This is an optimization exercise on Yosys and OpenROAD, whose aim is small area, not a production implementation. In this exercise RTL edits were held to simulation tests only and were not proved equivalent to the original. No activity file was given, so power comes from the tool's default toggle rates.

## design/flow/run.sh

```bash
#!/bin/bash
# synth_recipe.tcl (not shown) runs the flow's synth.tcl, then flattens the netlist and writes it again
# the make line also repeats each setting of config.mk as NAME=value (left out here)
make -C /OpenROAD-flow-scripts/flow DESIGN_CONFIG=/design/flow/config.mk WORK_HOME=/design/flow/orfs CLKGATE_MAP_FILE= SYNTH_SCRIPT=/design/flow/synth_recipe.tcl finish
```

## design/flow/config.mk

```make
export PLATFORM = sky130hd
export DESIGN_NAME = tower_defense_top
export DESIGN_NICKNAME = tower_defense_top
export VERILOG_FILES = /design/flow/design.v
export SDC_FILE = /design/flow/constraint.sdc
export NUM_CORES = 4
export LEC_CHECK = 0
export ABC_AREA = 1
export CAP_MARGIN = 0
export CORE_MARGIN = 2
export CORE_UTILIZATION = 62
export GPL_TIMING_DRIVEN = 0
export SETUP_SLACK_MARGIN = 0.2
export SLEW_MARGIN = 0
```

## design/flow/constraint.sdc

```tcl
create_clock -name core_clock -period 12.0 [get_ports {clk}]
set_input_delay 2.4000 -clock core_clock [delete_from_list [all_inputs] [get_ports {clk}]]
set_output_delay 2.4000 -clock core_clock [all_outputs]
set_load 0.01 [all_outputs]
```

## design/flow/design.v

```verilog
package video_pkg;
    typedef logic [9:0] coord_t;
    typedef logic [4:0] tile_t;
    typedef struct packed {
        logic [3:0] r;
        logic [3:0] g;
        logic [3:0] b;
    } rgb_t;
    localparam int TILE_SIZE = 26;
    localparam rgb_t COL_BLACK      = 12'h000;
    localparam rgb_t COL_WHITE      = 12'hFFF;
    localparam rgb_t COL_BANNER_RED = 12'hF00;
    localparam rgb_t COL_BG         = 12'h111;
    localparam rgb_t COL_GRID       = 12'h222;
    localparam rgb_t COL_PATH       = 12'h532;
    localparam rgb_t COL_ENEMY      = 12'hD22;
    localparam rgb_t COL_CURSOR     = 12'hFF0;
    localparam rgb_t COL_UI         = 12'h222;
endpackage
package game_pkg;
    typedef enum logic [1:0] {
        ST_MENU,
        ST_GAME,
        ST_GAMEOVER
    } game_state_e;
    typedef enum logic [1:0] {
        SW_IDLE,
        SW_ENEMIES,
        SW_SPAWN
    } sweep_e;
    localparam int GRID_W         = 24;
    localparam int GRID_H         = 18;
    localparam int CURSOR_HOME_X  = 12;
    localparam int CURSOR_HOME_Y  = 9;
    localparam int MAX_LIVES      = 10;
    localparam int PATH_END       = 2200;
    localparam int SPAWN_INTERVAL = 31;
    localparam int PATH_C1 = 507;
    localparam int PATH_C2 = 741;
    localparam int PATH_C3 = 1115;
    localparam int PATH_C4 = 1245;
    localparam int PATH_C5 = 1499;
    localparam int PATH_C6 = 1729;
    localparam int PATH_Y0 = 73;
    localparam int PATH_X1 = 507;
    localparam int PATH_Y2 = 307;
    localparam int PATH_X3 = 133;
    localparam int PATH_Y4 = 177;
    localparam int PATH_X5 = 387;
    localparam int PATH_Y6 = 407;
    typedef struct packed {
        logic up;
        logic down;
        logic left;
        logic right;
        logic center;
    } press_t;
    typedef struct packed {
        logic [4:0] x;
        logic [4:0] y;
    } cursor_t;
    typedef struct packed {
        logic        active;
        logic [15:0] progress;
        logic [9:0]  x;
        logic [9:0]  y;
    } enemy_t;
    function automatic logic [12:0] radd(input logic [11:0] a, input logic [11:0] b,
                                         input logic ci);
        logic c;
        c = ci;
        for (int i = 0; i < 12; i++) begin
            radd[i] = a[i] ^ b[i] ^ c;
            c = (a[i] & b[i]) | (a[i] & c) | (b[i] & c);
        end
        radd[12] = c;
    endfunction
    function automatic logic rge(input logic [11:0] a, input logic [11:0] b);
        logic g;
        g = 1'b1;
        for (int i = 0; i < 12; i++) begin
            g = (a[i] & ~b[i]) | ((a[i] | ~b[i]) & g);
        end
        rge = g;
    endfunction
endpackage
module player_input (
    input  logic        clk,
    input  logic        reset_i,
    input  video_pkg::coord_t      x_i,
    input  video_pkg::coord_t      y_i,
    input  logic        btn_up_i,
    input  logic        btn_down_i,
    input  logic        btn_left_i,
    input  logic        btn_right_i,
    input  logic        btn_center_i,
    input  game_pkg::game_state_e state_i,
    input  logic        new_game_i,
    output game_pkg::press_t      press_o,
    output logic [9:0]  cur_x_o,
    output logic [9:0]  cur_y_o
);
    logic    frame_strobe;
    game_pkg::press_t  btn_now;
    game_pkg::press_t  btn_prev_q;
    logic [9:0] cx_q;
    logic [9:0] cy_q;
    logic       mv_x, mv_y, dec_x, dec_y;
    assign frame_strobe = (x_i == '0) && (y_i == '0);
    assign btn_now = {btn_up_i, btn_down_i, btn_left_i, btn_right_i, btn_center_i};
    assign press_o = frame_strobe ? game_pkg::press_t'(btn_now & ~btn_prev_q) : '0;
    always_ff @(posedge clk) begin
        if (reset_i) begin
            btn_prev_q <= '0;
        end else if (frame_strobe) begin
            btn_prev_q <= btn_now;
        end
    end
    assign dec_y = press_o.up && cy_q != 10'd7;
    assign dec_x = press_o.left && cx_q != 10'd7;
    assign mv_y  = dec_y || (press_o.down && cy_q != 10'd449);
    assign mv_x  = dec_x || (press_o.right && cx_q != 10'd605);
    always_ff @(posedge clk) begin
        if (reset_i || new_game_i) begin
            cx_q <= 10'd319;
            cy_q <= 10'd241;
        end else if (state_i == game_pkg::ST_GAME) begin
            if (mv_y) begin
                cy_q <= 10'(game_pkg::radd(12'(cy_q), dec_y ? 12'hfe6 : 12'd26, 1'b0));
            end
            if (mv_x) begin
                cx_q <= 10'(game_pkg::radd(12'(cx_q), dec_x ? 12'hfe6 : 12'd26, 1'b0));
            end
        end
    end
    assign cur_x_o = cx_q;
    assign cur_y_o = cy_q;
endmodule
module game_flow (
    input  logic        clk,
    input  logic        reset_i,
    input  logic        center_i,
    input  logic        escape_i,
    output game_pkg::game_state_e state_o,
    output logic [3:0]  lives_o,
    output logic        new_game_o
);
    game_pkg::game_state_e state_q;
    logic [3:0]  lives_q;
    assign new_game_o = (state_q == game_pkg::ST_MENU) && center_i;
    always_ff @(posedge clk) begin
        if (reset_i) begin
            state_q <= game_pkg::ST_MENU;
            lives_q <= 4'(game_pkg::MAX_LIVES);
        end else begin
            case (state_q)
                game_pkg::ST_MENU: begin
                    if (center_i) begin
                        state_q <= game_pkg::ST_GAME;
                        lives_q <= 4'(game_pkg::MAX_LIVES);
                    end
                end
                game_pkg::ST_GAME: begin
                    if (escape_i && lives_q != '0) begin
                        lives_q <= lives_q - 1'b1;
                        if (lives_q == 4'd1) begin
                            state_q <= game_pkg::ST_GAMEOVER;
                        end
                    end
                end
                game_pkg::ST_GAMEOVER: begin
                    if (center_i) begin
                        state_q <= game_pkg::ST_MENU;
                    end
                end
                default: state_q <= game_pkg::ST_MENU;
            endcase
        end
    end
    assign state_o = state_q;
    assign lives_o = lives_q;
endmodule
module wave_engine (
    input  logic                  clk,
    input  logic                  reset_i,
    input  game_pkg::game_state_e state_i,
    input  logic                  new_game_i,
    output logic [4:0]            pos_o,
    output logic [4:0]            spawn_cnt_o,
    output logic [6:0]            wrap_o,
    output logic                  escape_o
);
    logic [1:0]       div_q;
    logic             tick;
    logic [4:0]       pos_q;
    logic [4:0]       spawn_cnt_q;
    logic [6:0]       wrap_q;
    logic             spawn_step;
    logic             wrap_step;
    assign tick       = (div_q == 2'd0);
    assign spawn_step = pos_q[4] && !pos_q[0];
    assign wrap_step  = (spawn_cnt_q == 5'd30);
    always_ff @(posedge clk) begin
        if (reset_i || new_game_i || tick) begin
            div_q <= 2'd3;
        end else begin
            div_q <= 2'(game_pkg::radd(12'(div_q), 12'hfff, 1'b0));
        end
    end
    always_ff @(posedge clk) begin
        if (reset_i || new_game_i) begin
            pos_q       <= 5'd31;
            spawn_cnt_q <= '0;
            wrap_q      <= '0;
        end else if (state_i == game_pkg::ST_GAME && tick) begin
            pos_q <= spawn_step ? 5'd0 : 5'(game_pkg::radd(12'(pos_q), 12'd1, 1'b0));
            if (spawn_step) begin
                spawn_cnt_q <= wrap_step ? 5'd0 : 5'(game_pkg::radd(12'(spawn_cnt_q), 12'd1, 1'b0));
                if (wrap_step) begin
                    wrap_q <= 7'(game_pkg::radd(12'(wrap_q), 12'd1, 1'b0));
                end
            end
        end
    end
    assign escape_o = (div_q == 2'd3) && !pos_q[4] && (pos_q != 5'd0) &&
                      (spawn_cnt_q == 5'd0) && (wrap_q == 7'(game_pkg::radd(12'(pos_q), 12'd71, 1'b0)));
    assign pos_o       = pos_q;
    assign spawn_cnt_o = spawn_cnt_q;
    assign wrap_o      = wrap_q;
endmodule
module enemy_hit (
    input  logic [9:0]            x_i,
    input  logic [9:0]            y_i,
    input  logic [4:0]            pos_i,         
    input  logic [6:0]            wrap_i,
    input  logic [19:0]           ar_i,
    input  logic [3:0]            borrow_i,
    output logic                  hit_o
);
    logic        hb0, hb2, hb4, hb6, vb1, vb3, vb5;
    logic        valid;
    logic        first;
    logic        vert;
    logic        dneg;
    logic [1:0]  ksel;
    logic [7:0]  csel;
    logic        corner;
    logic        sx, sy;
    logic [4:0]  khb;
    logic        seg6end;
    logic [4:0]  hb;
    logic [4:0]  hx, hy;
    logic [4:0]  ar;
    logic        borrow;
    logic [5:0]  zax, zay;
    logic        zcx, zcy;
    logic [4:0]  xrx, xry;
    logic [5:0]  xqx, xqy;
    logic [4:0]  xr;
    logic [5:0]  xq;
    logic [4:0]  xr2;
    logic [5:0]  sum0;
    logic        cy;
    logic [4:0]  r;
    logic [7:0]  pp;
    logic [7:0]  xq2;
    logic [7:0]  mm;
    logic [3:0]  slot;
    logic        ex, moved;
    logic        tneg;
    logic [5:0]  dlo;
    function automatic logic ge(input logic [9:0] a, input logic [9:0] b);
        ge = game_pkg::rge(12'(a), 12'(b));
    endfunction
    function automatic logic inr(input logic [9:0] x, input logic [9:0] lo, input logic [9:0] hi);
        inr = ge(x, lo) && ge(hi, x);
    endfunction
    task automatic seg(input int k);
        valid = 1'b1;
        case (k)
            0: begin vert = 1'b0; dneg = 1'b0; ksel = 2'd0; csel = 8'd255; first = 1'b1; end
            1: begin vert = 1'b1; dneg = 1'b0; ksel = 2'd0; csel = 8'd241; end
            2: begin vert = 1'b0; dneg = 1'b1; ksel = 2'd1; csel = 8'd215; end
            3: begin vert = 1'b1; dneg = 1'b1; ksel = 2'd2; csel = 8'd209; end
            4: begin vert = 1'b0; dneg = 1'b0; ksel = 2'd2; csel = 8'd219; end
            5: begin vert = 1'b1; dneg = 1'b0; ksel = 2'd3; csel = 8'd212; end
            default: begin vert = 1'b0; dneg = 1'b1; ksel = 2'd1; csel = 8'd187; end
        endcase
    endtask
    task automatic crn(input int k, input int cxv, input int cyv, input bit nx, input bit ny);
        seg(k);
        corner = 1'b1;
        sx = nx;
        sy = ny;
        khb = 5'(15 - (nx ? -cxv : cxv) - (ny ? -cyv : cyv) + (nx ? 1 : 0) + (ny ? 1 : 0));
    endtask
    always_comb begin
        hb0 = inr(y_i, 10'd66, 10'd80);
        hb2 = inr(y_i, 10'd300, 10'd314);
        hb4 = inr(y_i, 10'd170, 10'd184);
        hb6 = inr(y_i, 10'd400, 10'd414);
        vb1 = inr(x_i, 10'd500, 10'd514);
        vb3 = inr(x_i, 10'd126, 10'd140);
        vb5 = inr(x_i, 10'd380, 10'd394);
        valid = 1'b0; first = 1'b0; vert = 1'b0; dneg = 1'b0; ksel = 2'd0; csel = '0;
        corner = 1'b0; sx = 1'b0; sy = 1'b0; khb = 5'd15; seg6end = 1'b0;
        if (vb1 && hb0)      crn(0, 507, 73,  1'b0, 1'b1);
        else if (vb1 && hb2) crn(1, 507, 307, 1'b0, 1'b0);
        else if (vb3 && hb2) crn(2, 133, 307, 1'b1, 1'b0);
        else if (vb3 && hb4) crn(3, 133, 177, 1'b1, 1'b1);
        else if (vb5 && hb4) crn(4, 387, 177, 1'b0, 1'b1);
        else if (vb5 && hb6) crn(5, 387, 407, 1'b0, 1'b0);
        else if (vb5 && hb2) seg(ge(10'(wrap_i), 10'd49) ? 5 : 2);
        else if (hb0 && !ge(x_i, 10'd507))                     seg(0);
        else if (vb1 && inr(y_i, 10'd73, 10'd306))            seg(1);
        else if (hb2 && inr(x_i, 10'd134, 10'd507))           seg(2);
        else if (vb3 && inr(y_i, 10'd178, 10'd307))           seg(3);
        else if (hb4 && inr(x_i, 10'd133, 10'd386))           seg(4);
        else if (vb5 && inr(y_i, 10'd177, 10'd406))           seg(5);
        else if (hb6 && !ge(x_i, 10'd388)) begin
            seg(6);
            seg6end = !ge(x_i, 10'd7);
        end
        hx = 5'(sx ? ~x_i[4:0] : x_i[4:0]);
        hy = 5'(sy ? ~y_i[4:0] : y_i[4:0]);
        if (corner)       hb = 5'(game_pkg::radd(12'(game_pkg::radd(12'(hx), 12'(hy), 1'b0)), 12'(khb), 1'b0));
        else if (seg6end) hb = 5'(game_pkg::radd(12'(~x_i[4:0]), 12'd23, 1'b0));    
        else              hb = 5'd15;
        ar     = ar_i[ksel*5 +: 5];
        borrow = borrow_i[ksel];
        zax = {1'b0, x_i[9:5]} + {1'b0, x_i[4:0]};
        zcx = zax[5] || (zax[4:0] == 5'd31);
        xrx = zcx ? 5'(game_pkg::radd(12'(zax[4:0]), 12'd1, 1'b0)) : zax[4:0];
        xqx = 6'(game_pkg::radd(12'(x_i[9:5]), 12'd0, zcx));
        zay = {1'b0, y_i[9:5]} + {1'b0, y_i[4:0]};
        zcy = zay[5] || (zay[4:0] == 5'd31);
        xry = zcy ? 5'(game_pkg::radd(12'(zay[4:0]), 12'd1, 1'b0)) : zay[4:0];
        xqy = 6'(game_pkg::radd(12'(y_i[9:5]), 12'd0, zcy));
        xr  = vert ? xry : xrx;
        xq  = vert ? xqy : xqx;
        xr2  = dneg ? ~xr : xr;
        sum0 = {1'b0, ar} + {1'b0, xr2};
        cy   = sum0[5] || (sum0[4:0] == 5'd31);
        r    = cy ? 5'(game_pkg::radd(12'(sum0[4:0]), 12'd1, 1'b0)) : sum0[4:0];
        pp  = 8'(game_pkg::radd(12'(wrap_i), 12'(csel), borrow));
        xq2 = dneg ? {2'b00, xq} : ~{2'b00, xq};
        mm  = pp + xq2 + {7'd0, !cy};
        ex    = (mm[7:4] == 4'b0000) || (mm[7:3] == 5'b01001) || (mm[7:3] == 5'b01010);
        slot  = {mm[3] ^ mm[6], mm[2:0]};
        moved = !game_pkg::rge(12'(slot), 12'(pos_i));
        tneg  = first && borrow && (xq == 6'd0) && !cy;
        dlo = 6'(game_pkg::radd(12'(r), ~(12'(hb)), 1'b1));
        hit_o = valid && !tneg && ex &&
                (moved ? (!dlo[5] && dlo != 6'd0) : (!dlo[5] && r != 5'd30));
    end
endmodule
module scene_render (
    input  video_pkg::coord_t     x_i,
    input  video_pkg::coord_t     y_i,
    input  logic                  visible_i,
    input  game_pkg::game_state_e state_i,
    input  logic [9:0]            cur_x_i,
    input  logic [9:0]            cur_y_i,
    input  logic [4:0]            pos_i,
    input  logic [4:0]            spawn_cnt_i,
    input  logic [6:0]            wrap_i,
    output video_pkg::rgb_t       pixel_o
);
    logic       on_grid;
    logic       on_path;
    logic       on_enemy;
    logic       on_cursor;
    logic       in_menu_banner;
    logic       in_over_banner;
    logic       in_ui_bar;
    logic [9:0] cx7;
    logic [9:0] cy7;
    logic [9:0] dx;
    logic [9:0] dy;
    function automatic logic ge(input logic [9:0] a, input logic [9:0] b);
        ge = game_pkg::rge(12'(a), 12'(b));
    endfunction
    function automatic logic inr(input logic [9:0] x, input logic [9:0] lo, input logic [9:0] hi);
        inr = ge(x, lo) && ge(hi, x);
    endfunction
    function automatic logic path_hit(input logic [9:0] px, input logic [9:0] py);
        path_hit = (inr(py, 10'd60,  10'd86)  && inr(px, 10'd0,   10'd520)) ||
                   (inr(px, 10'd494, 10'd520) && inr(py, 10'd60,  10'd320)) ||
                   (inr(py, 10'd294, 10'd320) && inr(px, 10'd120, 10'd520)) ||
                   (inr(px, 10'd120, 10'd146) && inr(py, 10'd164, 10'd320)) ||
                   (inr(py, 10'd164, 10'd190) && inr(px, 10'd120, 10'd400)) ||
                   (inr(px, 10'd374, 10'd400) && inr(py, 10'd164, 10'd420)) ||
                   (inr(py, 10'd394, 10'd420) && inr(px, 10'd0,   10'd400));
    endfunction
    function automatic logic mult26(input logic [9:0] c);
        mult26 = 1'b0;
        for (int k = 0; k < 25; k++) begin
            if (c == 10'(26 * k)) mult26 = 1'b1;
        end
    endfunction
    assign on_grid = mult26(x_i) || mult26(y_i);
    assign on_path = path_hit(x_i, y_i);
    assign cx7 = cur_x_i;
    assign cy7 = cur_y_i;
    assign dx  = 10'(game_pkg::radd(12'(x_i), ~(12'(cx7)), 1'b1));
    assign dy  = 10'(game_pkg::radd(12'(y_i), ~(12'(cy7)), 1'b1));
    assign on_cursor = ((dy == 10'd5 || dy == 10'd6) && !ge(dx, 10'd12)) ||
                       ((dx == 10'd5 || dx == 10'd6) && !ge(dy, 10'd12));
    assign in_menu_banner = inr(x_i, 10'd160, 10'd479) && inr(y_i, 10'd100, 10'd139);
    assign in_over_banner = inr(x_i, 10'd200, 10'd439) && inr(y_i, 10'd180, 10'd219);
    assign in_ui_bar      = !ge(y_i, 10'd25);
    logic [19:0]     ar;
    logic [3:0]      borrow;
    localparam logic [19:0] KR = {5'd11, 5'd18, 5'd30, 5'd22};
    always_comb begin
        for (int k = 0; k < 4; k++) begin
            borrow[k]    = !game_pkg::rge(12'(KR[k*5 +: 5]), 12'(spawn_cnt_i));
            ar[k*5 +: 5] = 5'(game_pkg::radd(12'(KR[k*5 +: 5]), ~(12'(spawn_cnt_i)), !borrow[k]));
        end
    end
    enemy_hit enemy_hit_inst (
        .x_i (x_i), .y_i (y_i), .pos_i (pos_i), .wrap_i (wrap_i),
        .ar_i (ar), .borrow_i (borrow), .hit_o (on_enemy)
    );
    always_comb begin
        pixel_o = video_pkg::COL_BLACK;
        if (visible_i) begin
            case (state_i)
                game_pkg::ST_MENU: begin
                    if (in_menu_banner) begin
                        pixel_o = video_pkg::COL_WHITE;
                    end
                end
                game_pkg::ST_GAME: begin
                    pixel_o = video_pkg::COL_BG;
                    if (on_grid) begin
                        pixel_o = video_pkg::COL_GRID;
                    end
                    if (on_path) begin
                        pixel_o = video_pkg::COL_PATH;
                    end
                    if (on_enemy) begin
                        pixel_o = video_pkg::COL_ENEMY;
                    end
                    if (on_cursor) begin
                        pixel_o = video_pkg::COL_CURSOR;
                    end
                    if (in_ui_bar) begin
                        pixel_o = video_pkg::COL_UI;
                    end
                end
                game_pkg::ST_GAMEOVER: begin
                    if (in_over_banner) begin
                        pixel_o = video_pkg::COL_BANNER_RED;
                    end
                end
                default: pixel_o = video_pkg::COL_BLACK;
            endcase
        end
    end
endmodule
module tower_defense_top (
    input  logic       clk,
    input  logic       reset_i,
    input  logic       visible_i,
    input  video_pkg::coord_t     x_i,
    input  video_pkg::coord_t     y_i,
    input  logic       btn_up_i,
    input  logic       btn_down_i,
    input  logic       btn_left_i,
    input  logic       btn_right_i,
    input  logic       btn_center_i,
    output video_pkg::rgb_t       pixel_o,
    output logic [3:0] lives_o
);
    game_pkg::press_t                   press;
    logic [9:0]               cur_x;
    logic [9:0]               cur_y;
    game_pkg::game_state_e              state;
    logic                     new_game;
    logic                     escape;
    logic [4:0]               pos;
    logic [4:0]               spawn_cnt;
    logic [6:0]               wrap;
    player_input player_input_inst (
        .clk          (clk),
        .reset_i      (reset_i),
        .x_i          (x_i),
        .y_i          (y_i),
        .btn_up_i     (btn_up_i),
        .btn_down_i   (btn_down_i),
        .btn_left_i   (btn_left_i),
        .btn_right_i  (btn_right_i),
        .btn_center_i (btn_center_i),
        .state_i      (state),
        .new_game_i   (new_game),
        .press_o      (press),
        .cur_x_o      (cur_x),
        .cur_y_o      (cur_y)
    );
    game_flow game_flow_inst (
        .clk        (clk),
        .reset_i    (reset_i),
        .center_i   (press.center),
        .escape_i   (escape),
        .state_o    (state),
        .lives_o    (lives_o),
        .new_game_o (new_game)
    );
    wave_engine wave_engine_inst (
        .clk         (clk),
        .reset_i     (reset_i),
        .state_i     (state),
        .new_game_i  (new_game),
        .pos_o       (pos),
        .spawn_cnt_o (spawn_cnt),
        .wrap_o      (wrap),
        .escape_o    (escape)
    );
    scene_render scene_render_inst (
        .x_i         (x_i),
        .y_i         (y_i),
        .visible_i   (visible_i),
        .state_i     (state),
        .cur_x_i     (cur_x),
        .cur_y_i     (cur_y),
        .pos_i       (pos),
        .spawn_cnt_i (spawn_cnt),
        .wrap_i      (wrap),
        .pixel_o     (pixel_o)
    );
endmodule
```

==> reports/metrics.cfg, run 1 <==
[run_status]
outcome=complete, no violations

[clocking]
cts.sinks=48
tritoncts=yes
cts.reportedPaths.clkPinSlew_ns=0.06
cts_inserted_buffers=5
htreeDepth=2
clk_path_buf_depth=2
worstSkewPairLatency_ns=0.28
cts_hold_buf=0
cts-root-buf=clkbuf_16

[routing]
wire_per_inst_um=16.3
wirelength_um=25100
first_pass_iters=5
drc=0
drt_iter0_markers=756
vias=8931
antenna_left=0
viasPerCell=5.78

[sta]
slew-limit-headroom=0.430
rsz0062_at_grt=false
worst_pin_slew_ns=0.851
min_period_ns=11.50
max_clock_freq_ghz=0.0870
skew_ns=0.00332
finalHoldViolations=0
slew_viol_final=0
fin_crit_sh=0.958
setup_viol=0

[cells_and_area]
drive_gt1_frac=0.165
final_area_sq_mm=0.00994
final_nets=1541
antenna_cells=0
syn2layout_area_growth_pct=17.5
seqCellArea_sq_um=961
nFillCells=1100
fin_util=0.747
multi_input_area_sq_mm=0.00686

[yosys]
synthMuxAreaShare=0.00503
synth_simple_gate_area_frac=0.328
ys_warn_count=5
synth_area_leaders=ha_1 (14%), nand2_1 (13%), fa_1 (12%)
synthFlopType=dfxtp_1
yosysTopAreaCellShare=0.141
synth_edf_count=0
async_reset_ff_frac=0
synth_top_family_by_area=simple AND/OR/NAND/NOR gates
syn_nets=1445
synth_fa_ha_area_frac=0.260
synth_seq_area_share=0.114
yosys.area.top_type=ha_1
synth_area_sq_mm=0.00845
synthCells=1272
yosys-top-cells-count=nand2_1 (300), inv_1 (169), nor2_1 (103)
synth_most_common_cell=nand2_1
synth_compound_area_frac=0.131
synth-xor-area-share=0.0559
post_synth.cell_area_avg_sq_um=6.65
synth_seq_cells=48
synth_cell_types=64

[placed_design]
routabilityCongestion=0.978
portBuffers=42
dp_hpwl_um=19300
placed_cell_area_sq_mm=0.00909

[setup_path]
endpoint_kind=output pin
cp.arrival_ns=9.10
cpPeakStageDelay_ns=0.57
r2r_cells=16
worst_ep_required_time_ns=9.60
cp_max_fo=6
r2r-start=player_input_inst.cx_q[1]
cpMostUsedCell=nand2_1
r2r_setup_slack_ns=7.85
crit_type=input port to output pin
crit_path_start_kind=input port
r2r-end=player_input_inst.cx_q[9]
crit_path_top_delay_cell=fa_1

[die]
rows=42
num_io_pins=44
die_h_um=121
coreArea_sq_mm=0.0133
die_w_um=121
dieArea_sq_mm=0.0146
start_util=0.636

[global_route]
track_usage=0.343
grt_first_pass_wirelength_um=40500
grt_start_max_net_pins=15
grt_pass1_vias=8429
antenna_found_initial=0
grt_overflow=0

[power]
powerDensity_mw_per_mm2=68.3
cellLeakagePower_uw=0.00504
ir_drop_uv=54.0

[worst_hold_path]
hold_class=flip-flop to flip-flop
holdCritStartpoint=wave_engine_inst.div_q[0]
hold_end=wave_engine_inst.div_q[0]
holdPathStages=1

[job]
drv_cap=0

## cells by family after synthesis
| kind of cell | count (synthesis) |
|---|---|
| AND/OR/NAND/NOR | 608 |
| AO/OA/AOI/OAI | 187 |
| buffers and inverters | 225 |
| XOR/XNOR | 54 |
| adder cells (fa/ha/maj) | 146 |
| flip-flops | 48 |
| multiplexers | 4 |
## cell type report
class,count,area share
multi-input combinational,999,0.690
buffer,23,0.0195
clock inverter,1,0.00302
timing repair buffer,89,0.0739
tap,176,0.0222
inverter,202,0.0791
sequential,48,0.0967
clock buffer,7,0.0154
## critical path, delay by kind of cell
family,cells,cell delay [ns]
buffers and inverters,10,1.52
adder cells (fa/ha/maj),8,3.02
XOR/XNOR,1,0.13
AND/OR/NAND/NOR,15,1.69
AO/OA/AOI/OAI,2,0.32
## per-stage QoR
stage / power, uW / setup slack [ns] / cells / TNS, ns / hold slack [ns]
finish: 678 / 0.502 / 1545 / 0 / 0.417
global route: 728 / 0.190 / 1545 / 0 / 0.433
CTS: 654 / 0.332 / 1524 / 0 / 0.417
detailed placement: 462 / -0.855 / 1490 / -1.67 / 0.401
global placement: 456 / -0.767 / 1490 / -1.49 / 0.401
floorplan: 384 / 1.40 / 1272 / 0 / 0.382
## how the worst max path moves through the flow
stage                start           to  slack [ns]  cells after the start
floorplan           y_i[0]   pixel_o[4]        1.40                     32
global placement    x_i[1]  pixel_o[11]       -0.77                     46
detailed placement  x_i[1]  pixel_o[11]       -0.86                     46
CTS                 x_i[4]   pixel_o[4]        0.33                     41
global route        x_i[5]   pixel_o[4]        0.19                     42
finish              y_i[9]   pixel_o[4]        0.50                     36
## placed cells by master, fill, tap and decap left out, types with 15 or more instances in the layout
cell type / count
ha_1: 91
inv_1: 166
xnor2_1: 16
a21oi_1: 68
nor2_4: 19
o21ai_0: 46
inv_2: 27
nand4_1: 26
buf_6: 15
nand2_2: 18
nand2_1: 288
nor2_1: 92
clkdlybuf4s50_1: 20
nor3_1: 22
buf_4: 51
xor2_1: 37
fa_1: 42
dfxtp_1: 48
nand3_1: 88
## power breakdown
part	total [uW]	leakage, uW	internal (uW)	switching, uW
registers	161	0.000388	160	0.527
clock network	169	0.0000901	110	59.4
logic	349	0.00456	146	203
total	678	0.00504	416	263
## sequential cells by signal, summed over array words and instances, names as in the netlist
name                          count
game_flow_inst.lives_q            4
game_flow_inst.state_q            2
player_input_inst.btn_prev_q      5
player_input_inst.cx_q            9
player_input_inst.cy_q            9
wave_engine_inst.div_q            2
wave_engine_inst.pos_q            5
wave_engine_inst.spawn_cnt_q      5
wave_engine_inst.wrap_q           7
## what timing repair did
action                                  4_1_cts  5_1_grt
gates resized for setup                      91       84
buffers inserted                             26       21
pin swaps                                    14       31
endpoints found under the setup margin        2        2
cloned                                        0        0
## layer usage
layer	routed length [um]	GRT usage	share of wire
met1	10600	0.449	0.42
met2	11900	0.585	0.47
met3	1910	0.0495	0.076
met4	811	0.100	0.032
met5	0	0	0
==> run 2: changes to the inputs <==
--- a/design/flow/config.mk
+++ b/design/flow/config.mk
@@ -10,5 +10,5 @@
 export CORE_MARGIN = 2
 export CORE_UTILIZATION = 62
 export GPL_TIMING_DRIVEN = 0
-export SETUP_SLACK_MARGIN = 0.2
+export SETUP_SLACK_MARGIN = 0.0
 export SLEW_MARGIN = 0
==> run 2 against run 1 <==
Still clean. Die area stayed put. Routed wire length is 1.5% lower. Utilization is 0.98 points lower. Register-to-register slack hardly changed. Sequential share of layout area is 0.13 points higher.
==> reports/metrics.cfg, run 2 <==
[global_route]
grt_start_max_net_pins=15
track_usage=0.335
grt_overflow=0
antenna_found_initial=0
grt_first_pass_wirelength_um=39500
grt_pass1_vias=8253

[yosys]
syn_nets=1445
synth_area_sq_mm=0.00845
synthFlopType=dfxtp_1
yosys.area.top_type=ha_1
synthCells=1272
synth_edf_count=0
async_reset_ff_frac=0
ys_warn_count=5
synth_area_leaders=ha_1 (14%), nand2_1 (13%), fa_1 (12%)
yosys-top-cells-count=nand2_1 (300), inv_1 (169), nor2_1 (103)
synth_seq_cells=48
synth_cell_types=64
synth_most_common_cell=nand2_1
synth_seq_area_share=0.114
yosysTopAreaCellShare=0.141
post_synth.cell_area_avg_sq_um=6.65

[clocking]
cts.sinks=48
cts_hold_buf=0
cts.reportedPaths.clkPinSlew_ns=0.06
htreeDepth=2
cts-root-buf=clkbuf_16
cts_inserted_buffers=5
tritoncts=yes
clk_path_buf_depth=2
worstSkewPairLatency_ns=0.28

[worst_hold_path]
holdCritStartpoint=wave_engine_inst.div_q[0]
hold_class=flip-flop to flip-flop
hold_end=wave_engine_inst.div_q[0]
holdPathStages=1

[die]
die_h_um=121
coreArea_sq_mm=0.0133
dieArea_sq_mm=0.0146
die_w_um=121
num_io_pins=44
start_util=0.636
rows=42

[sta]
min_period_ns=11.63
slew-limit-headroom=0.425
setup_viol=0
skew_ns=0.00326
worst_pin_slew_ns=0.858
max_clock_freq_ghz=0.0860
fin_setup_tns_ns=0
slew_viol_final=0
fin_crit_sh=0.969
finalHoldViolations=0
fin_ws_ns=0.370

[run_status]
outcome=complete, no violations

[setup_path]
cpPeakStageDelay_ns=0.57
crit_path_top_delay_cell=fa_1
crit_path_start_kind=input port
cp.arrival_ns=9.23
worst_ep_required_time_ns=9.60
r2r-start=player_input_inst.cx_q[1]
endpoint_kind=output pin
crit_type=input port to output pin
cp_max_fo=7
cpMostUsedCell=nand2_1
r2r-end=player_input_inst.cx_q[9]
r2r_cells=16
r2r_setup_slack_ns=7.86

[placed_design]
dp_hpwl_um=19300
place_ws_ns=-0.855
portBuffers=42
routabilityCongestion=0.978

[cells_and_area]
drive_gt1_frac=0.150
final_nets=1532
final_common_cell=nand2_1
final_cell_mix=nand2_1 (287), inv_1 (167), nor2_1 (96)
antenna_cells=0
top_regs=player_input_inst.cx_q x9, player_input_inst.cy_q x9, wave_engine_inst.wrap_q x7
syn2layout_area_growth_pct=16.0

[routing]
viasPerCell=5.74
antenna_left=0
first_pass_iters=5
wire_per_inst_um=16.1
drc=0
vias=8815
drt_iter0_markers=741
wirelength_um=24700

[power]
cellLeakagePower_uw=0.00500
powerDensity_mw_per_mm2=68.0
ir_drop_uv=53.8

[job]
drv_cap=0

run 2: cell counts after synthesis:
Identical to the previous run, type by type.
run 2: worst max-delay path: cells and delay by family:
family	cells	cell delay, ns
adder cells (fa/ha/maj)	8	3.09
AO/OA/AOI/OAI	2	0.29
AND/OR/NAND/NOR	20	2.15
buffers and inverters	7	1.14
XOR/XNOR	1	0.14
run 2: how the worst max path moves through the flow:
stage	start	to	slack (ns)	depth (start not counted)
2_1_floorplan	y_i[0]	pixel_o[4]	1.40	32
3_3_place_gp	x_i[1]	pixel_o[11]	-0.77	46
3_5_place_dp	x_i[1]	pixel_o[11]	-0.86	46
4_1_cts	x_i[4]	pixel_o[4]	0.005	41
5_1_grt	y_i[7]	pixel_o[11]	-0.05	43
6_report	y_i[8]	pixel_o[11]	0.37	38
run 2: cell families after synthesis:
family          Yosys count  synth area share
simple gates            608             0.328
buf+inv                 225             0.107
compound gates          187             0.131
fa+ha+maj               146             0.260
xor+xnor                 54            0.0559
flops                    48             0.114
mux                       4           0.00503
run 2: cell type report:
class | instances | area (sq um)
sequential | 48 | 961
fill | 1124 | 3490
multi-input combinational | 999 | 6820
buffer | 23 | 183
inverter | 202 | 771
clock inverter | 1 | 30.0
tap | 176 | 220
clock buffer | 7 | 153
timing repair buffer | 80 | 669
run 2: through the flow:
stage	hold slack (ns)	instance area, sq um	total power [uW]	utilization	cells
after floorplan	0.382	8450	384	-	1272
after global placement	0.401	9090	456	0.684	1490
after detailed placement	0.401	9090	462	0.684	1490
after CTS	0.417	9460	648	0.712	1511
after global routing	0.433	9810	717	0.738	1536
final	0.417	9810	667	0.738	1536
run 2: repair_timing:
item                                    4_1_cts  5_1_grt
endpoints found under the setup margin        2        2
cloned                                        0        1
buffers inserted                             13       24
resized for setup                            58       70
pin swaps                                     6       19
run 2: layer usage:
| metal | vias up | share of wire | wire [um] | global-route usage |
|---|---|---|---|---|
| met1 | 4051 | 0.43 | 10600 | 0.440 |
| li1 | 4340 | - | - | - |
| met3 | 59 | 0.073 | 1820 | 0.0500 |
| met2 | 365 | 0.47 | 11600 | 0.573 |
| met4 | 0 | 0.028 | 695 | 0.0930 |
| met5 | - | 0 | 0 | 0 |
run 2: where the power goes:
part	total, uW	internal (uW)	switching, uW
combinational	337	139	198
clock	169	110	59.4
sequential	161	160	0.527
total	667	409	258
==> run 3: changes to the inputs <==
--- a/design/flow/design.v
+++ b/design/flow/design.v
@@ -103,8 +103,8 @@
     logic    frame_strobe;
     game_pkg::press_t  btn_now;
     game_pkg::press_t  btn_prev_q;
-    logic [9:0] cx_q;
-    logic [9:0] cy_q;
+    logic [8:0] cx_q;    
+    logic [8:0] cy_q;
     logic       mv_x, mv_y, dec_x, dec_y;
     assign frame_strobe = (x_i == '0) && (y_i == '0);
     assign btn_now = {btn_up_i, btn_down_i, btn_left_i, btn_right_i, btn_center_i};
@@ -116,25 +116,25 @@
             btn_prev_q <= btn_now;
         end
     end
-    assign dec_y = press_o.up && cy_q != 10'd7;
-    assign dec_x = press_o.left && cx_q != 10'd7;
-    assign mv_y  = dec_y || (press_o.down && cy_q != 10'd449);
-    assign mv_x  = dec_x || (press_o.right && cx_q != 10'd605);
+    assign dec_y = press_o.up && cy_q != 9'd3;
+    assign dec_x = press_o.left && cx_q != 9'd3;
+    assign mv_y  = dec_y || (press_o.down && cy_q != 9'd224);
+    assign mv_x  = dec_x || (press_o.right && cx_q != 9'd302);
     always_ff @(posedge clk) begin
         if (reset_i || new_game_i) begin
-            cx_q <= 10'd319;
-            cy_q <= 10'd241;
+            cx_q <= 9'd159;
+            cy_q <= 9'd120;
         end else if (state_i == game_pkg::ST_GAME) begin
             if (mv_y) begin
-                cy_q <= 10'(game_pkg::radd(12'(cy_q), dec_y ? 12'hfe6 : 12'd26, 1'b0));
+                cy_q <= 9'(game_pkg::radd(12'(cy_q), dec_y ? 12'hff3 : 12'd13, 1'b0));
             end
             if (mv_x) begin
-                cx_q <= 10'(game_pkg::radd(12'(cx_q), dec_x ? 12'hfe6 : 12'd26, 1'b0));
+                cx_q <= 9'(game_pkg::radd(12'(cx_q), dec_x ? 12'hff3 : 12'd13, 1'b0));
             end
         end
     end
-    assign cur_x_o = cx_q;
-    assign cur_y_o = cy_q;
+    assign cur_x_o = {cx_q, 1'b1};
+    assign cur_y_o = {cy_q, 1'b1};
 endmodule
 module game_flow (
     input  logic        clk,
@@ -239,6 +239,7 @@
 );
     logic        hb0, hb2, hb4, hb6, vb1, vb3, vb5;
     logic        valid;
+    logic [2:0]  sin;
     logic        first;
     logic        vert;
     logic        dneg;
@@ -275,25 +276,6 @@
     function automatic logic inr(input logic [9:0] x, input logic [9:0] lo, input logic [9:0] hi);
         inr = ge(x, lo) && ge(hi, x);
     endfunction
-    task automatic seg(input int k);
-        valid = 1'b1;
-        case (k)
-            0: begin vert = 1'b0; dneg = 1'b0; ksel = 2'd0; csel = 8'd255; first = 1'b1; end
-            1: begin vert = 1'b1; dneg = 1'b0; ksel = 2'd0; csel = 8'd241; end
-            2: begin vert = 1'b0; dneg = 1'b1; ksel = 2'd1; csel = 8'd215; end
-            3: begin vert = 1'b1; dneg = 1'b1; ksel = 2'd2; csel = 8'd209; end
-            4: begin vert = 1'b0; dneg = 1'b0; ksel = 2'd2; csel = 8'd219; end
-            5: begin vert = 1'b1; dneg = 1'b0; ksel = 2'd3; csel = 8'd212; end
-            default: begin vert = 1'b0; dneg = 1'b1; ksel = 2'd1; csel = 8'd187; end
-        endcase
-    endtask
-    task automatic crn(input int k, input int cxv, input int cyv, input bit nx, input bit ny);
-        seg(k);
-        corner = 1'b1;
-        sx = nx;
-        sy = ny;
-        khb = 5'(15 - (nx ? -cxv : cxv) - (ny ? -cyv : cyv) + (nx ? 1 : 0) + (ny ? 1 : 0));
-    endtask
     always_comb begin
         hb0 = inr(y_i, 10'd66, 10'd80);
         hb2 = inr(y_i, 10'd300, 10'd314);
@@ -302,25 +284,44 @@
         vb1 = inr(x_i, 10'd500, 10'd514);
         vb3 = inr(x_i, 10'd126, 10'd140);
         vb5 = inr(x_i, 10'd380, 10'd394);
-        valid = 1'b0; first = 1'b0; vert = 1'b0; dneg = 1'b0; ksel = 2'd0; csel = '0;
-        corner = 1'b0; sx = 1'b0; sy = 1'b0; khb = 5'd15; seg6end = 1'b0;
-        if (vb1 && hb0)      crn(0, 507, 73,  1'b0, 1'b1);
-        else if (vb1 && hb2) crn(1, 507, 307, 1'b0, 1'b0);
-        else if (vb3 && hb2) crn(2, 133, 307, 1'b1, 1'b0);
-        else if (vb3 && hb4) crn(3, 133, 177, 1'b1, 1'b1);
-        else if (vb5 && hb4) crn(4, 387, 177, 1'b0, 1'b1);
-        else if (vb5 && hb6) crn(5, 387, 407, 1'b0, 1'b0);
-        else if (vb5 && hb2) seg(ge(10'(wrap_i), 10'd49) ? 5 : 2);
-        else if (hb0 && !ge(x_i, 10'd507))                     seg(0);
-        else if (vb1 && inr(y_i, 10'd73, 10'd306))            seg(1);
-        else if (hb2 && inr(x_i, 10'd134, 10'd507))           seg(2);
-        else if (vb3 && inr(y_i, 10'd178, 10'd307))           seg(3);
-        else if (hb4 && inr(x_i, 10'd133, 10'd386))           seg(4);
-        else if (vb5 && inr(y_i, 10'd177, 10'd406))           seg(5);
+        valid = 1'b1; corner = 1'b0; seg6end = 1'b0; sin = 3'd0;
+        if (vb1 && hb0)      begin corner = 1'b1; sin = 3'd0; end
+        else if (vb1 && hb2) begin corner = 1'b1; sin = 3'd1; end
+        else if (vb3 && hb2) begin corner = 1'b1; sin = 3'd2; end
+        else if (vb3 && hb4) begin corner = 1'b1; sin = 3'd3; end
+        else if (vb5 && hb4) begin corner = 1'b1; sin = 3'd4; end
+        else if (vb5 && hb6) begin corner = 1'b1; sin = 3'd5; end
+        else if (vb5 && hb2) sin = ge(10'(wrap_i), 10'd49) ? 3'd5 : 3'd2;
+        else if (hb0 && !ge(x_i, 10'd507))                     sin = 3'd0;
+        else if (vb1 && inr(y_i, 10'd73, 10'd306))            sin = 3'd1;
+        else if (hb2 && inr(x_i, 10'd134, 10'd507))           sin = 3'd2;
+        else if (vb3 && inr(y_i, 10'd178, 10'd307))           sin = 3'd3;
+        else if (hb4 && inr(x_i, 10'd133, 10'd386))           sin = 3'd4;
+        else if (vb5 && inr(y_i, 10'd177, 10'd406))           sin = 3'd5;
         else if (hb6 && !ge(x_i, 10'd388)) begin
-            seg(6);
+            sin = 3'd6;
             seg6end = !ge(x_i, 10'd7);
-        end
+        end else valid = 1'b0;
+        first = (sin == 3'd0);
+        vert  = sin[0];
+        dneg  = (sin == 3'd2) || (sin == 3'd3) || (sin == 3'd6);
+        case (sin)
+            3'd0: begin ksel = 2'd0; csel = 8'd255; end
+            3'd1: begin ksel = 2'd0; csel = 8'd241; end
+            3'd2: begin ksel = 2'd1; csel = 8'd215; end
+            3'd3: begin ksel = 2'd2; csel = 8'd209; end
+            3'd4: begin ksel = 2'd2; csel = 8'd219; end
+            3'd5: begin ksel = 2'd3; csel = 8'd212; end
+            default: begin ksel = 2'd1; csel = 8'd187; end
+        endcase
+        case (sin)
+            3'd0: begin sx = 1'b0; sy = 1'b1; khb = 5'(15 - 507 + 73 + 1); end
+            3'd1: begin sx = 1'b0; sy = 1'b0; khb = 5'(15 - 507 - 307); end
+            3'd2: begin sx = 1'b1; sy = 1'b0; khb = 5'(15 + 133 - 307 + 1); end
+            3'd3: begin sx = 1'b1; sy = 1'b1; khb = 5'(15 + 133 + 177 + 2); end
+            3'd4: begin sx = 1'b0; sy = 1'b1; khb = 5'(15 - 387 + 177 + 1); end
+            default: begin sx = 1'b0; sy = 1'b0; khb = 5'(15 - 387 - 407); end
+        endcase
         hx = 5'(sx ? ~x_i[4:0] : x_i[4:0]);
         hy = 5'(sy ? ~y_i[4:0] : y_i[4:0]);
         if (corner)       hb = 5'(game_pkg::radd(12'(game_pkg::radd(12'(hx), 12'(hy), 1'b0)), 12'(khb), 1'b0));
==> run 3 against run 2 <==
Highest routed layer unchanged. Worst setup slack got worse by 0.081 ns. Critical path depth increased by 2. Largest power group unchanged. Die area decreased by 3.8%. Critical endpoint is now pixel_o[10]. Clock skew increased by 0.0016 ns.
==> reports/metrics.cfg, run 3 <==
[run_status]
outcome=complete, no violations

[yosys]
ys_warn_count=5
synth_area_sq_mm=0.00813
synthFlopType=dfxtp_1
synth-xor-area-share=0.0604
yosysTopAreaCellShare=0.148
post_synth.cell_area_avg_sq_um=6.83
synth_compound_area_frac=0.148
async_reset_ff_frac=0
synth_edf_count=0
synth_cell_types=62
synthCells=1190
synth_most_common_cell=nand2_1
synth_seq_cells=48
synthMuxAreaShare=0.00739
synth_simple_gate_area_frac=0.290
syn_nets=1363
synth_seq_area_share=0.118
yosys.area.top_type=ha_1
yosys-top-cells-count=nand2_1 (247), inv_1 (177), nor2_1 (102)
synth_area_leaders=ha_1 (15%), fa_1 (12%), dfxtp_1 (12%)
synth_fa_ha_area_frac=0.270
synth_top_family_by_area=simple AND/OR/NAND/NOR gates

[setup_path]
worst_ep_required_time_ns=9.60
crit_type=input port to output pin
cpMostUsedCell=nand4_1
critPathTopFamily=simple AND/OR/NAND/NOR gates
crit_path_top_delay_cell=clkdlybuf4s50_1
endpoint_kind=output pin
cp_num_buf_inv=9
crit_path_start_kind=input port
cpPeakStageDelay_ns=0.62
cp_max_fo=10
cp.arrival_ns=9.31

[power]
powerDensity_mw_per_mm2=67.7
finalPower_uw=627
ir_drop_uv=99.4
cellLeakagePower_uw=0.00453

[die]
coreArea_sq_mm=0.0127
dieArea_sq_mm=0.0140
rows=41
num_io_pins=44
start_util=0.639
die_h_um=118
die_w_um=118

[routing]
antenna_left=0
viasPerCell=5.77
first_pass_iters=5
vias=8291
drc=0
drt_iter0_markers=756
wire_per_inst_um=16.0
wirelength_um=22900

[sta]
slew_viol_final=0
fin_ws_ns=0.288
slew-limit-headroom=0.433
skew_ns=0.00486
min_period_ns=11.71
setup_viol=0
finalHoldViolations=0
fin_setup_tns_ns=0
max_clock_freq_ghz=0.0854
fin_crit_sh=0.976
worst_pin_slew_ns=0.846

[placed_design]
portBuffers=42
place_ws_ns=-1.08
dp_hpwl_um=18400
routabilityCongestion=0.987

[clocking]
cts_inserted_buffers=5
worstSkewPairLatency_ns=0.29
cts.sinks=48
htreeDepth=2
cts.reportedPaths.clkPinSlew_ns=0.07
cts-root-buf=clkbuf_16
cts_hold_buf=0
clk_path_buf_depth=2
tritoncts=yes

[cells_and_area]
drive_gt1_frac=0.115
fin_util=0.728
final_nets=1437
final_cell_mix=nand2_1 (239), inv_1 (173), nor2_1 (99)
top_regs=player_input_inst.cx_q x9, player_input_inst.cy_q x9, wave_engine_inst.wrap_q x7
syn2layout_area_growth_pct=14.0
final_common_cell=nand2_1
antenna_cells=0

[global_route]
use_met1=0.460
grt_overflow=0
use_met2=0.500
grt_pass1_vias=7748
use_met3=0.0569
grt_start_max_net_pins=20
gr-max-usage-layer=met2
grt_first_pass_wirelength_um=37300
antenna_found_initial=0
track_usage=0.325

[job]
drv_cap=0

[worst_hold_path]
hold_class=flip-flop to flip-flop

==> run 3: per-layer routing <==
layer / up-vias / routed length [um]
li1: 4091 / -
met1: 3783 / 10400
met2: 373 / 10000
met3: 44 / 1970
met4: 0 / 593
met5: - / 0
==> run 3: power by group <==
| group | switching, uW | total [uW] | internal, uW |
|---|---|---|---|
| Sequential | 0.511 | 161 | 160 |
| Clock | 66.2 | 151 | 84.6 |
| Combinational | 190 | 316 | 126 |
==> run 3: final cells by class <==
type	instances	area (sq um)
plain buffers	20	168
clock buffers	6	139
clock inverters	2	17.5
fillers	1068	3460
inverters	198	762
multi-input cells	923	6420
flip-flops and latches	48	961
well taps	172	215
repair buffers	68	579
==> run 3: through the flow <==
step	area (sq um)	instances	hold slack, ns
after floorplan	8130	1190	0.382
after global placement	8760	1404	0.398
after detailed placement	8770	1405	0.401
after CTS	9090	1423	0.419
after global routing	9260	1437	0.440
final	9260	1437	0.412
==> run 3: kinds of logic (layout without fill, tap and decap cells) <==
kind of cell | Yosys count | count (layout)
and+or+nand+nor | 517 | 517
buffers and inverters | 219 | 294
AOI/OAI and AO/OA | 198 | 198
adders and majority gates | 146 | 146
xor gates and xnor gates | 56 | 56
DFF | 48 | 48
muxes | 6 | 6
==> run 3: worst paths after layout <==
kind                             start  cells past startpoint  slack (ns)                   endpoint
max                             y_i[4]                     40        0.29                pixel_o[10]
min          wave_engine_inst.div_q[0]                      1        0.41  wave_engine_inst.div_q[0]
max reg2reg  player_input_inst.cy_q[5]                     17        7.82  player_input_inst.cy_q[8]
min reg2reg  wave_engine_inst.div_q[0]                      1        0.41  wave_engine_inst.div_q[0]
==> run 3: what timing repair did <==
action / 4_1_cts / 5_1_grt
pin swaps: 7 / 10
resized for setup: 56 / 54
setup endpoints to repair: 4 / 4
setup buffers: 11 / 14
==> run 4: changes to the inputs <==
--- a/design/flow/config.mk
+++ b/design/flow/config.mk
@@ -9,6 +9,7 @@
 export CAP_MARGIN = 0
 export CORE_MARGIN = 2
 export CORE_UTILIZATION = 62
+export CTS_BUF_LIST = sky130_fd_sc_hd__clkbuf_8
 export GPL_TIMING_DRIVEN = 0
 export SETUP_SLACK_MARGIN = 0.0
 export SLEW_MARGIN = 0
==> run 4 against run 3 <==
Still clean. Register-to-register slack got worse by 0.03 ns. First-iteration DRC count up 1.3%. Clock skew rose by 0.0018 ns. Critical path depth decreased by 3. Combinational power about the same. Critical path type unchanged. Largest cell class unchanged.
==> reports/metrics.cfg, run 4 <==
[clocking]
tritoncts=yes
cts-root-buf=clkbuf_8
htreeDepth=2
clk_path_buf_depth=2
cts_inserted_buffers=5
worstSkewPairLatency_ns=0.31
cts.reportedPaths.clkPinSlew_ns=0.10
cts.sinks=48

[sta]
min_period_ns=11.69
finalHoldViolations=0
slew-limit-headroom=0.427
fin_setup_tns_ns=0
setup_viol=0
fin_ws_ns=0.310
skew_ns=0.00669
max_clock_freq_ghz=0.0855
fin_crit_sh=0.974
slew_viol_final=0
worst_pin_slew_ns=0.855

[yosys]
synth_seq_area_share=0.118
yosys.area.top_type=ha_1
synth_area_leaders=ha_1 (15%), fa_1 (12%), dfxtp_1 (12%)
post_synth.cell_area_avg_sq_um=6.83
async_reset_ff_frac=0
yosysTopAreaCellShare=0.148
synth_edf_count=0
synthCells=1190
syn_nets=1363
synth_seq_cells=48
ys_warn_count=5
synth_most_common_cell=nand2_1
synthFlopType=dfxtp_1
yosys-top-cells-count=nand2_1 (247), inv_1 (177), nor2_1 (102)
synth_area_sq_mm=0.00813
synth_cell_types=62

[die]
start_util=0.639
dieArea_sq_mm=0.0140
die_h_um=118
num_io_pins=44
rows=41
coreArea_sq_mm=0.0127
die_w_um=118

[routing]
wire_per_inst_um=15.9
antenna_left=0
drc=0
first_pass_iters=6
vias=8299
viasPerCell=5.78
drt_iter0_markers=766
wirelength_um=22800

[setup_path]
cp_max_fo=10
endpoint_kind=output pin
cpPeakStageDelay_ns=0.61
cp.arrival_ns=9.29
crit_type=input port to output pin
crit_path_start_kind=input port
worst_ep_required_time_ns=9.60
crit_path_top_delay_cell=clkdlybuf4s50_1

[cells_and_area]
top_regs=player_input_inst.cx_q x9, player_input_inst.cy_q x9, wave_engine_inst.wrap_q x7
antenna_cells=0
final_nets=1437
drive_gt1_frac=0.114
syn2layout_area_growth_pct=13.2
final_common_cell=nand2_1
final_cell_mix=nand2_1 (239), inv_1 (173), nor2_1 (99)

[global_route]
grt_pass1_vias=7756
grt_overflow=0
grt_start_max_net_pins=20
track_usage=0.325
grt_first_pass_wirelength_um=37300
antenna_found_initial=0

[run_status]
outcome=complete, no violations

[power]
cellLeakagePower_uw=0.00450
powerDensity_mw_per_mm2=63.4
ir_drop_uv=79.0

[placed_design]
place_ws_ns=-1.08
routabilityCongestion=0.987
dp_hpwl_um=18400
portBuffers=42

[worst_hold_path]
hold_class=flip-flop to flip-flop

[job]
drv_cap=0

==> run 4: cell counts after synthesis <==
No cell type changed its count.
==> run 4: cell type report <==
class                      count  area [sq um]
multi-input combinational    923          6420
fill                        1086          3520
sequential                    48           961
inverter                     198           762
timing repair buffer          68           579
tap                          172           215
buffer                        20           168
clock buffer                   6          82.6
clock inverter                 2          17.5
==> run 4: worst paths after layout <==
kind | from | endpoint | slack (ns) | cells after the start
worst max-delay path | y_i[4] | pixel_o[10] | 0.31 | 37
worst min register to register | wave_engine_inst.div_q[0] | wave_engine_inst.div_q[0] | 0.42 | 1
worst min-delay path | wave_engine_inst.div_q[0] | wave_engine_inst.div_q[0] | 0.42 | 1
worst max register to register | player_input_inst.cy_q[5] | player_input_inst.cy_q[8] | 7.79 | 17
==> run 4: metal layers <==
layer,track usage,vias up,part of all wire
met4,0.120,0,0.027
met3,0.0613,50,0.092
met5,0,-,0
met2,0.498,374,0.44
li1,-,4084,-
met1,0.456,3791,0.44
==> run 4: per-stage QoR <==
stage / hold slack [ns] / utilization / instances / cell area, sq um / total power [uW]
floorplan: 0.382 / - / 1190 / 8130 / 375
global placement: 0.398 / 0.689 / 1404 / 8760 / 441
detailed placement: 0.401 / 0.690 / 1405 / 8770 / 447
CTS: 0.426 / 0.710 / 1423 / 9030 / 571
global route: 0.448 / 0.723 / 1437 / 9200 / 632
finish: 0.420 / 0.723 / 1437 / 9200 / 583
==> run 4: what timing repair did <==
item                                    CTS  global route
endpoints found under the setup margin    4             4
gates resized for setup                  56            53
hold endpoints to repair                  0             0
buffers inserted                         11            14
hold buffers                              0             0
cloned                                    0             0
pin swaps                                 7            10
==> run 4: power by group <==
part | internal [uW] | total (uW) | leakage [uW] | switching [uW]
clock network | 48.4 | 110 | 0.0000522 | 61.3
logic | 125 | 313 | 0.00406 | 188
registers | 160 | 161 | 0.000388 | 0.508
total | 334 | 583 | 0.00450 | 249
==> run 4: cell families (layout without fill, tap and decap cells) <==
family,count (synthesis),in the layout,synth area share
AND/OR/NAND/NOR,517,517,0.290
multiplexers,6,6,0.00739
AO/OA/AOI/OAI,198,198,0.148
buffers and inverters,219,294,0.107
XOR/XNOR,56,56,0.0604
adder cells (fa/ha/maj),146,146,0.270
flip-flops,48,48,0.118
==> run 4: critical path: cells and delay by family <==
family | cells | cell delay, ns
AOI/OAI and AO/OA | 6 | 0.89
buffers and inverters | 6 | 1.33
and+or+nand+nor | 16 | 1.99
adders and majority gates | 7 | 2.30
xor gates and xnor gates | 2 | 0.35
==> run 5: changes to the inputs <==
==> design/flow/flow/run.sh (new file) <==
#!/bin/bash
# Standard layout, with the smallest buffer on every input and output port
# instead of the delay cell buffer_ports picks by default.
set -euo pipefail
bash standard.sh 'BUFFER_PORTS_ARGS=-buffer_cell sky130_fd_sc_hd__buf_1' finish > standard_flow.log 2>&1
==> design/flow/standard.sh (new file) <==
#!/bin/bash
# synth_recipe.tcl (not shown) runs the flow's synth.tcl, then flattens the netlist and writes it again
# the make line also repeats each setting of config.mk as NAME=value (left out here)
make -C /OpenROAD-flow-scripts/flow DESIGN_CONFIG=/design/flow/config.mk WORK_HOME=/design/flow/orfs CLKGATE_MAP_FILE= SYNTH_SCRIPT=/design/flow/synth_recipe.tcl "${@:-finish}"
removed: design/flow/run.sh
==> run 5 against run 4 <==
First-iteration DRC count is 0.39% lower. Largest power group unchanged. Flip-flop and latch count unchanged. Still clean. Total power up 0.23%. Via count is 1.0% lower. Sequential share of layout area is 0.43 points higher. Non-clock buffer count fell by 10. Global-route usage is 0.31 points higher. Hold slack got worse by 0.0091 ns. Cell area down 4.0%. Utilization fell by 2.9 points.
==> reports/metrics.cfg, run 5 <==
[run_status]
outcome=complete, no violations

[placed_design]
placed_cell_area_sq_mm=0.00851
dp.cells=1405
portBuffers=42
place_ws_ns=-0.210
dp_hpwl_um=18500
routabilityCongestion=1.02

[setup_path]
cp.depth=40
endpoint_kind=output pin
r2r_cells=17
cp_num_buf_inv=8
crit_path_top_delay_cell=fa_1
crit_path_start_kind=input port
cpPeakStageDelay_ns=0.41
cp_max_fo=10
crit_type=input port to output pin
critPathTopFamily=simple AND/OR/NAND/NOR gates
cp.arrival_ns=9.24
worst_ep_required_time_ns=9.60

[routing]
wire_per_inst_um=15.8
first_pass_iters=6
wirelength_um=22600
vias=8212
drt_iter0_markers=763
antenna_left=0
drc=0
viasPerCell=5.75

[global_route]
grt_pass1_vias=7643
grt_first_pass_wirelength_um=37600
antenna_found_initial=0
grt_start_max_net_pins=16
grt_overflow=0
track_usage=0.328

[clocking]
htreeDepth=2
cts-root-buf=clkbuf_8
cts_inserted_buffers=5
tritoncts=yes
clk_path_buf_depth=2
worstSkewPairLatency_ns=0.32
cts.reportedPaths.clkPinSlew_ns=0.09
cts.sinks=48

[power]
powerDensity_mw_per_mm2=66.1
ir_drop_uv=90.2
cellLeakagePower_uw=0.00428
finalPower_uw=584

[yosys]
async_reset_ff_frac=0
post_synth.cell_area_avg_sq_um=6.83
syn_nets=1363
synth_seq_area_share=0.118
synth_most_common_cell=nand2_1
yosys.area.top_type=ha_1
synth_area_leaders=ha_1 (15%), fa_1 (12%), dfxtp_1 (12%)
synth_edf_count=0
ys_warn_count=5
yosys-top-cells-count=nand2_1 (247), inv_1 (177), nor2_1 (102)
synthFlopType=dfxtp_1
synth_area_sq_mm=0.00813
synth_cell_types=62
synthCells=1190
yosysTopAreaCellShare=0.148
synth_seq_cells=48

[sta]
finalHoldViolations=0
min_period_ns=11.64
slew-limit-headroom=0.404
worst_pin_slew_ns=0.889
fin_ws_ns=0.362
fin_setup_tns_ns=0
skew_ns=0.00834
slew_viol_final=0
max_clock_freq_ghz=0.0859
setup_viol=0
fin_crit_sh=0.970

[cells_and_area]
final_nets=1427
final_cell_mix=nand2_1 (245), inv_1 (175), nor2_1 (100)
syn2layout_area_growth_pct=8.71
top_regs=player_input_inst.cx_q x9, player_input_inst.cy_q x9, wave_engine_inst.wrap_q x7
drive_gt1_frac=0.0980
final_cells=1427
final_common_cell=nand2_1
final_area_sq_mm=0.00883
antenna_cells=0

[worst_hold_path]
hold_class=flip-flop to flip-flop
holdPathStages=1

[die]
rows=41
dieArea_sq_mm=0.0140
die_h_um=118
coreArea_sq_mm=0.0127
start_util=0.639
num_io_pins=44
die_w_um=118

[job]
drv_cap=0

-- run 5: worst paths after layout --
path	slack (ns)	start	end
setup / recovery	0.36	y_i[4]	pixel_o[8]
hold / removal	0.41	wave_engine_inst.div_q[0]	wave_engine_inst.div_q[0]
setup reg to reg	7.78	player_input_inst.cx_q[6]	player_input_inst.cx_q[8]
hold reg to reg	0.41	wave_engine_inst.div_q[0]	wave_engine_inst.div_q[0]
-- run 5: layout make-up --
class	count	area, sq um
multi-input cells	923	6370
fillers	1209	3890
flip-flops and latches	48	961
inverters	198	759
repair buffers	58	295
well taps	172	215
plain buffers	20	119
clock buffers	5	68.8
clock inverters	3	42.5
-- run 5: timing repair --
action	CTS	global route
buffers inserted	0	15
hold buffers	0	0
cloned	0	0
setup endpoints to repair	4	4
gates resized for setup	4	37
endpoints found under the hold margin	0	0
pin swaps	0	6
-- run 5: stage by stage --
stage / hold WS (ns) / util
final: 0.411 / 0.694
after global routing: 0.438 / 0.694
after CTS: 0.417 / 0.679
after detailed placement: 0.393 / 0.669
after global placement: 0.398 / 0.668
after floorplan: 0.382 / -
-- run 5: routing by layer --
| layer | global-route usage | routed length, um |
|---|---|---|
| met5 | 0 | 0 |
| met4 | 0.103 | 612 |
| met3 | 0.0478 | 1880 |
| met2 | 0.502 | 9620 |
| met1 | 0.477 | 10500 |
-- run 5: where the power goes --
part / leakage, uW / switching (uW) / internal (uW)
sequential: 0.000388 / 0.458 / 160
clock: 0.0000541 / 57.0 / 61.7
combinational: 0.00384 / 184 / 121
-- run 5: kinds of logic (layout without fill, tap and decap cells) --
family                   count (synthesis)  after routing  synth area share
AND/OR/NAND/NOR                        517            517             0.290
buffers and inverters                  219            284             0.107
AO/OA/AOI/OAI                          198            198             0.148
adder cells (fa/ha/maj)                146            146             0.270
XOR/XNOR                                56             56            0.0604
flip-flops                              48             48             0.118
multiplexers                             6              6           0.00739
==> run 6: changes to the inputs <==
--- a/design/flow/design.v
+++ b/design/flow/design.v
@@ -393,13 +393,13 @@
                    (inr(px, 10'd374, 10'd400) && inr(py, 10'd164, 10'd420)) ||
                    (inr(py, 10'd394, 10'd420) && inr(px, 10'd0,   10'd400));
     endfunction
-    function automatic logic mult26(input logic [9:0] c);
+    function automatic logic mult26(input logic [9:0] c, input int n);
         mult26 = 1'b0;
-        for (int k = 0; k < 25; k++) begin
+        for (int k = 0; k < n; k++) begin
             if (c == 10'(26 * k)) mult26 = 1'b1;
         end
     endfunction
-    assign on_grid = mult26(x_i) || mult26(y_i);
+    assign on_grid = mult26(x_i, 25) || mult26(y_i, 19);
     assign on_path = path_hit(x_i, y_i);
     assign cx7 = cur_x_i;
     assign cy7 = cur_y_i;
==> run 6 against run 5 <==
Maximum frequency grew 0.40%. Final cell count rose by 1.3%. Total power rose by 2.4%. Utilization is 0.30 points lower. Cell area fell by 0.84%. Critical path type unchanged. Largest cell class unchanged.
==> reports/metrics.cfg, run 6 <==
[yosys]
synth_compound_area_frac=0.141
synth_most_common_cell=nand2_1
yosysTopAreaCellShare=0.148
synth_edf_count=0
synth_area_leaders=ha_1 (15%), fa_1 (12%), dfxtp_1 (12%)
synth_cell_types=58
synthCells=1214
syn_nets=1387
async_reset_ff_frac=0
ys_warn_count=5
synth_fa_ha_area_frac=0.270
synth_seq_cells=48
synth_simple_gate_area_frac=0.291
synthMuxAreaShare=0.00371
post_synth.cell_area_avg_sq_um=6.67
synth-xor-area-share=0.0617
synth_seq_area_share=0.119
yosys.area.top_type=ha_1
synth_area_sq_mm=0.00809
synth_top_family_by_area=simple AND/OR/NAND/NOR gates
yosys-top-cells-count=nand2_1 (252), inv_1 (192), nor2_1 (112)
synthFlopType=dfxtp_1

[routing]
viasPerCell=5.71
drc=0
vias=8254
drt_iter0_markers=699
antenna_left=0
wirelength_um=22400
first_pass_iters=5
wire_per_inst_um=15.5

[placed_design]
place_ws_ns=-0.0668
dp_hpwl_um=18300
portBuffers=42
dp.cells=1428
routabilityCongestion=1.01

[clocking]
cts.reportedPaths.clkPinSlew_ns=0.09
cts.sinks=48
htreeDepth=2
worstSkewPairLatency_ns=0.31
cts-root-buf=clkbuf_8
cts_inserted_buffers=5
clk_path_buf_depth=2
tritoncts=yes
cts_hold_buf=0

[setup_path]
cpMostUsedCell=nand2_1
crit_path_top_delay_cell=fa_1
cp_num_buf_inv=9
crit_type=input port to output pin
cp.arrival_ns=9.19
cp_max_fo=10
crit_path_start_kind=input port
cpPeakStageDelay_ns=0.40
endpoint_kind=output pin
worst_ep_required_time_ns=9.60
critPathTopFamily=adder cells

[sta]
min_period_ns=11.59
fin_crit_sh=0.966
fin_ws_ns=0.408
skew_ns=0.00938
fin_setup_tns_ns=0
slew-limit-headroom=0.367
worst_pin_slew_ns=0.941
whs_ns=0.415
max_clock_freq_ghz=0.0863
rsz0062_at_grt=false
setup_viol=0
finalHoldViolations=0
slew_viol_final=0

[cells_and_area]
multi_input_area_sq_mm=0.00628
seqCellArea_sq_um=961
final_nets=1445
nFillCells=1213
final_cells=1445
final_common_cell=nand2_1
drive_gt1_frac=0.0903
final_cell_mix=nand2_1 (250), inv_1 (190), nor2_1 (109)
fin_util=0.691
antenna_cells=0
syn2layout_area_growth_pct=8.24
top_regs=player_input_inst.cx_q x9, player_input_inst.cy_q x9, wave_engine_inst.wrap_q x7

[die]
die_w_um=118
rows=41
die_h_um=118
start_util=0.639
dieArea_sq_mm=0.0140
num_io_pins=44
coreArea_sq_mm=0.0127

[global_route]
antenna_found_initial=0
grt_pass1_vias=7495
grt_start_max_net_pins=16
track_usage=0.316
grt_overflow=0
grt_first_pass_wirelength_um=36300

[power]
cellLeakagePower_uw=0.00426
ir_drop_uv=78.3
powerDensity_mw_per_mm2=68.3

[worst_hold_path]
hold_class=flip-flop to flip-flop

[job]
drv_cap=0

[run_status]
outcome=complete, no violations

run 6: power by group:
group	total [uW]	switching, uW	internal (uW)
clock	129	60.7	68.3
sequential	161	0.530	160
combinational	309	192	117
run 6: path summary, 6_finish.rpt:
| kind | startpoint | end | slack [ns] | cells after the start |
|---|---|---|---|---|
| setup / recovery | x_i[1] | pixel_o[11] | 0.41 | 47 |
| hold / removal | wave_engine_inst.div_q[0] | wave_engine_inst.div_q[0] | 0.42 | 1 |
| setup reg to reg | player_input_inst.cy_q[1] | player_input_inst.cy_q[8] | 7.92 | 17 |
| hold reg to reg | wave_engine_inst.div_q[0] | wave_engine_inst.div_q[0] | 0.42 | 1 |
run 6: cells by family after synthesis:
kind of cell,Yosys count
compound gates,191
xor+xnor,57
fa+ha+maj,145
buf+inv,234
flops,48
mux,3
simple gates,536
run 6: repair_timing:
action / in CTS / in global routing
gates cloned: 0 / 0
resized for setup: 4 / 36
endpoints found under the hold margin: 0 / 0
endpoints found under the setup margin: 2 / 2
buffers inserted: 0 / 9
pin swaps: 0 / 6
run 6: per-layer routing:
metal,GRT usage,wire [um]
met3,0.0430,1950
met2,0.489,9830
met1,0.463,10300
met5,0,0
met4,0.0806,351
run 6: cell type report:
| cell class | count | share of cell area |
|---|---|---|
| Buffer | 22 | 0.0154 |
| Clock buffer | 6 | 0.00943 |
| Clock inverter | 2 | 0.00443 |
| Inverter | 212 | 0.0915 |
| Multi-Input combinational cell | 932 | 0.717 |
| Sequential cell | 48 | 0.110 |
| Tap cell | 172 | 0.0246 |
| Timing Repair Buffer | 51 | 0.0283 |
run 6: through the flow:
step	cell area (sq um)	total power, uW
2_1_floorplan	8090	382
3_3_place_gp	8470	445
3_5_place_dp	8470	449
4_1_cts	8590	580
5_1_grt	8760	645
6_report	8760	598
run 6: worst register-to-register path: cells and delay by family, from the launching register on:
family / cells / cell delay (ns)
AO/OA/AOI/OAI: 3 / 0.31
adder cells (fa/ha/maj): 7 / 2.10
flip-flops: 1 / 0.34
AND/OR/NAND/NOR: 3 / 0.78
buffers and inverters: 3 / 0.33
XOR/XNOR: 1 / 0.13

port drivers added, routing unchanged:
The flow's constraints put no driver on any port. The routed layouts listed below were extracted and timed again, unchanged, in two steps. Step 1: set_driving_cell puts a clkbuf_16 on clk and a buf_2 on each other input, an assumption about the parent block. Step 2 times the ports against the registers' clock, not the clock port: input delays grow and output delays shrink by t, the midpoint of the rising clock arrivals with the driver on. Three values: ideal ports, drivers, drivers and shift; two values: the first two.
run | shift t [ns] | slack for setup (ns) | worst setup path at the end | worst register clock-pin slew, ns
run 1 | 0.314 | 0.502 / 0.480 / 0.480 | input to output | 0.07 / 0.07
run 2 | 0.316 | 0.370 / 0.353 / 0.353 | input to output | 0.06 / 0.06
run 3 | 0.330 | 0.288 / 0.258 / 0.258 | input to output | 0.07 / 0.07
run 4 | 0.344 | 0.310 / 0.280 / 0.280 | input to output | 0.10 / 0.10
run 5 | 0.346 | 0.362 / 0.338 / 0.338 | input to output | 0.09 / 0.09
run 6 | 0.342 | 0.408 / 0.386 / 0.386 | input to output | 0.10 / 0.10
After both steps setup and hold are still met in every run listed.
